What follows belongs to an exercise in optimizing a design on an open flow for small area; a production flow would make more cautious choices. Only simulation tests tie the RTL to the original design; equivalence was not proved.

## nickel
==> module memory_port, before the edit <==
module memory_port (
	input  logic        clk,
	input  logic        rst_n,
	input  logic [1:0]  ma_src,
	input  logic [1:0]  md_src,
	input  logic        ir_en,
	input  logic [31:0] pc_q,
	input  logic        pc_v,
	input  logic [31:0] alu_z,
	input  logic [31:0] rf_b_data,
	input  logic [31:0] data_from_memory,
	output logic [31:0] address_to_memory,
	output logic [31:0] md_q,
	output logic [31:0] ir_out
);
	logic [31:0] ma_q;
	logic [31:0] ma_next;
	logic [31:0] md_next;
	logic [2:0]  ma_sel;
	logic [2:0]  md_sel;
	logic [31:0] ir_next;
	assign ma_sel = {ma_src == 2'd2, (ma_src == 2'd1) & pc_v, (ma_src == 2'd0) | (ma_src == 2'd3)};
	assign md_sel = {md_src == 2'd2, md_src == 2'd1, (md_src == 2'd0) | (md_src == 2'd3)};
	for (genvar k = 0; k < 32; k++) begin : g_bit
		ao3 ma_mux (.s(ma_sel), .d({alu_z[k], pc_q[k], ma_q[k]}), .y(ma_next[k]));
		ao3 md_mux (.s(md_sel), .d({rf_b_data[k], data_from_memory[k], md_q[k]}), .y(md_next[k]));
		ao2 ir_mux (.s({ir_en, ~ir_en}), .d({md_q[k], ir_out[k]}), .y(ir_next[k]));
	end
	always_ff @(posedge clk or negedge rst_n) begin
		if (!rst_n) begin
			ma_q   <= '0;
			md_q   <= '0;
			ir_out <= '0;
		end else begin
			ma_q <= ma_next;
			md_q <= md_next;
			ir_out <= ir_next;
		end
	end
	assign address_to_memory = ma_q;
endmodule
==> module ao2, before the edit <==
module ao2 (
	input  logic [1:0] s,
	input  logic [1:0] d,
	output logic       y
);
	assign y = |(s & d);
endmodule
==> module register_file, before the edit <==
module register_file (
	input  logic        clk,
	input  logic        rst_n,
	input  logic [2:0]  rf_src,
	input  logic [3:0]  rf_z_addr,
	input  logic [3:0]  rf_a_addr,
	input  logic [3:0]  rf_b_addr,
	input  logic [31:0] alu_z,
	input  logic [31:0] hi_q,
	input  logic [31:0] lo_q,
	input  logic        hilo_v,
	input  logic [31:0] md_q,
	output logic [31:0] rf_a_data,
	output logic [31:0] rf_b_data
);
	logic [31:0] regs [1:15];
	logic [15:1] vld;
	logic [31:0] wb_data;
	logic        wr_any;
	logic        wr_data;
	logic [3:0] wb_sel;
	assign wb_sel = {rf_src == 3'd4, rf_src == 3'd3, rf_src == 3'd2, rf_src == 3'd1};
	for (genvar k = 0; k < 32; k++) begin : g_wb
		ao4 wb_mux (.s(wb_sel), .d({md_q[k], lo_q[k], hi_q[k], alu_z[k]}), .y(wb_data[k]));
	end
	assign wr_any  = (rf_src != 3'd0);
	assign wr_data = (rf_src == 3'd1) || (rf_src == 3'd4)
		|| (((rf_src == 3'd2) || (rf_src == 3'd3)) && hilo_v);
	for (genvar i = 1; i < 16; i++) begin : g_reg
		always_ff @(posedge clk) begin
			if (wr_data && (rf_z_addr == i)) begin
				regs[i] <= wb_data;
			end
		end
		always_ff @(posedge clk or negedge rst_n) begin
			if (!rst_n) begin
				vld[i] <= 1'b0;
			end else if (wr_any && (rf_z_addr == i)) begin
				vld[i] <= wr_data;
			end
		end
	end
	logic [15:1] sel_a [0:1];
	logic [15:1] sel_b [0:1];
	for (genvar h = 0; h < 2; h++) begin : g_dec
		rf_dec dec_a (.addr(rf_a_addr), .vld(vld), .sel(sel_a[h]));
		rf_dec dec_b (.addr(rf_b_addr), .vld(vld), .sel(sel_b[h]));
	end
	for (genvar k = 0; k < 32; k++) begin : g_rd
		logic [15:1] col;
		for (genvar i = 1; i < 16; i++) begin : g_col
			assign col[i] = regs[i][k];
		end
		rf_read_bit rd_a (.sel(sel_a[k / 16]), .d(col), .y(rf_a_data[k]));
		rf_read_bit rd_b (.sel(sel_b[k / 16]), .d(col), .y(rf_b_data[k]));
	end
endmodule
clock: 13.0 ns
lec_check: 0
cap_margin: 20
core_margin: 2
core_utilization: 66
cts_cluster_diameter: 100
cts_cluster_size: 20
gpl_timing_driven: 0
setup_slack_margin: 0.4
slew_margin: 20
synth_hierarchical: 1
standard.sh (not shown) runs the stock make flow with config.mk's settings and CLKGATE_MAP_FILE= SYNTH_SCRIPT=/design/flow/synth_recipe.tcl, a recipe that flattens the netlist after the stock synthesis.
==> flow/flow/run.sh <==
#!/bin/bash
# The standard layout with two changes after the standard synthesis
# (which runs unchanged first): the port buffers are the smallest buffer
# cell, and the resizer may not use the large buffers (buf_6 and up) when
# it repairs slew, capacitance and timing. Each step's full output goes to
# its own log here; ORFS's own logs are under orfs/logs.
set -euo pipefail
bash standard.sh synth > std_synth.log 2>&1
du=$(make -s -C "$FLOW_HOME" DESIGN_CONFIG="$PWD/config.mk" WORK_HOME="$PWD/orfs" print-DONT_USE_CELLS | sed 's/^DONT_USE_CELLS: //')
big="sky130_fd_sc_hd__buf_6 sky130_fd_sc_hd__buf_8 sky130_fd_sc_hd__buf_12 sky130_fd_sc_hd__buf_16 sky130_fd_sc_hd__bufbuf_8 sky130_fd_sc_hd__bufbuf_16"
bash standard.sh "DONT_USE_CELLS=$du $big" "BUFFER_PORTS_ARGS=-buffer_cell sky130_fd_sc_hd__buf_1" finish > std_layout.log 2>&1
For tundra, these inputs were changed with respect to nickel:
--- a/flow/design.v
+++ b/flow/design.v
@@ -66,15 +66,13 @@
 	logic [31:0] ma_next;
 	logic [31:0] md_next;
 	logic [2:0]  ma_sel;
 	logic [2:0]  md_sel;
-	logic [31:0] ir_next;
 	assign ma_sel = {ma_src == 2'd2, (ma_src == 2'd1) & pc_v, (ma_src == 2'd0) | (ma_src == 2'd3)};
 	assign md_sel = {md_src == 2'd2, md_src == 2'd1, (md_src == 2'd0) | (md_src == 2'd3)};
 	for (genvar k = 0; k < 32; k++) begin : g_bit
 		ao3 ma_mux (.s(ma_sel), .d({alu_z[k], pc_q[k], ma_q[k]}), .y(ma_next[k]));
 		ao3 md_mux (.s(md_sel), .d({rf_b_data[k], data_from_memory[k], md_q[k]}), .y(md_next[k]));
-		ao2 ir_mux (.s({ir_en, ~ir_en}), .d({md_q[k], ir_out[k]}), .y(ir_next[k]));
 	end
 	always_ff @(posedge clk or negedge rst_n) begin
 		if (!rst_n) begin
 			ma_q   <= '0;
@@ -82,9 +80,11 @@
 			ir_out <= '0;
 		end else begin
 			ma_q <= ma_next;
 			md_q <= md_next;
-			ir_out <= ir_next;
+			if (ir_en) begin
+				ir_out <= md_q;
+			end
 		end
 	end
 	assign address_to_memory = ma_q;
 endmodule
@@ -94,15 +94,8 @@
 	output logic       y
 );
 	assign y = |(s & d);
 endmodule
-module ao2 (
-	input  logic [1:0] s,
-	input  logic [1:0] d,
-	output logic       y
-);
-	assign y = |(s & d);
-endmodule
 `timescale 1ns/1ps
 module alu_unit (
 	input  logic        clk,
 	input  logic        rst_n,
@@ -2022,12 +2015,15 @@
 	logic [15:1] vld;
 	logic [31:0] wb_data;
 	logic        wr_any;
 	logic        wr_data;
-	logic [3:0] wb_sel;
-	assign wb_sel = {rf_src == 3'd4, rf_src == 3'd3, rf_src == 3'd2, rf_src == 3'd1};
-	for (genvar k = 0; k < 32; k++) begin : g_wb
-		ao4 wb_mux (.s(wb_sel), .d({md_q[k], lo_q[k], hi_q[k], alu_z[k]}), .y(wb_data[k]));
+	always_comb begin
+		case (rf_src[1:0])
+			2'd1:    wb_data = alu_z;
+			2'd2:    wb_data = hi_q;
+			2'd3:    wb_data = lo_q;
+			default: wb_data = md_q;
+		endcase
 	end
 	assign wr_any  = (rf_src != 3'd0);
 	assign wr_data = (rf_src == 3'd1) || (rf_src == 3'd4)
 		|| (((rf_src == 3'd2) || (rf_src == 3'd3)) && hilo_v);
Results
tundra | stages: all done | timing, DRC, antenna: all pass. nickel tops out at a lower clock frequency than tundra. On hold slack, tundra does better than nickel. tundra against nickel: routed wire length on met2 dropped 1.5%; inserted tap cell count climbed 10; count of multi-input combinational gates dropped 62. nickel -> tundra: number of signal-net inverters in the final layout increased slightly. Non-clock buffer share of cell area across tundra and nickel: no real change. [tundra] minimum period implied by the final worst setup slack fell 0.13 ns relative to nickel. [compare] base=nickel new=tundra: setup slack at placement now sits lower; cell count -0.75%; count of vias placed by the detailed router has decreased. Final wirelength deteriorates in tundra relative to nickel.

-- re-timing with driven ports --
No port has a modelled driver above. Below, the same layouts with a new extraction and two added sets of constraints. Step 1 (the two cells are an assumption about what drives the block):
set clk [get_ports {clk}]
set_driving_cell -lib_cell sky130_fd_sc_hd__clkbuf_16 $clk
set_driving_cell -lib_cell sky130_fd_sc_hd__buf_2 [delete_from_list [all_inputs] $clk]
Step 2 times the ports against the registers' clock, not the clock port: input delays grow and output delays shrink by t, the midpoint of the rising clock arrivals with the driver on. Three values: ideal ports, drivers, drivers and shift; two values: the first two.
run	t, ns	slack for setup (ns)	latest minus earliest clock arrival (ns)	worst register clock-pin slew, ns
nickel	0.641	0.334 / 0.332 / -0.309	0.037 / 0.036	0.10 / 0.10
tundra	0.667	0.459 / 0.507 / -0.160	0.050 / 0.050	0.09 / 0.09
Met with ideal ports but missed after step 2: setup timing in nickel and tundra. For nickel, which loses most, drivers alone change the setup slack by -0.002 ns; drivers and shift together by -0.643 ns.
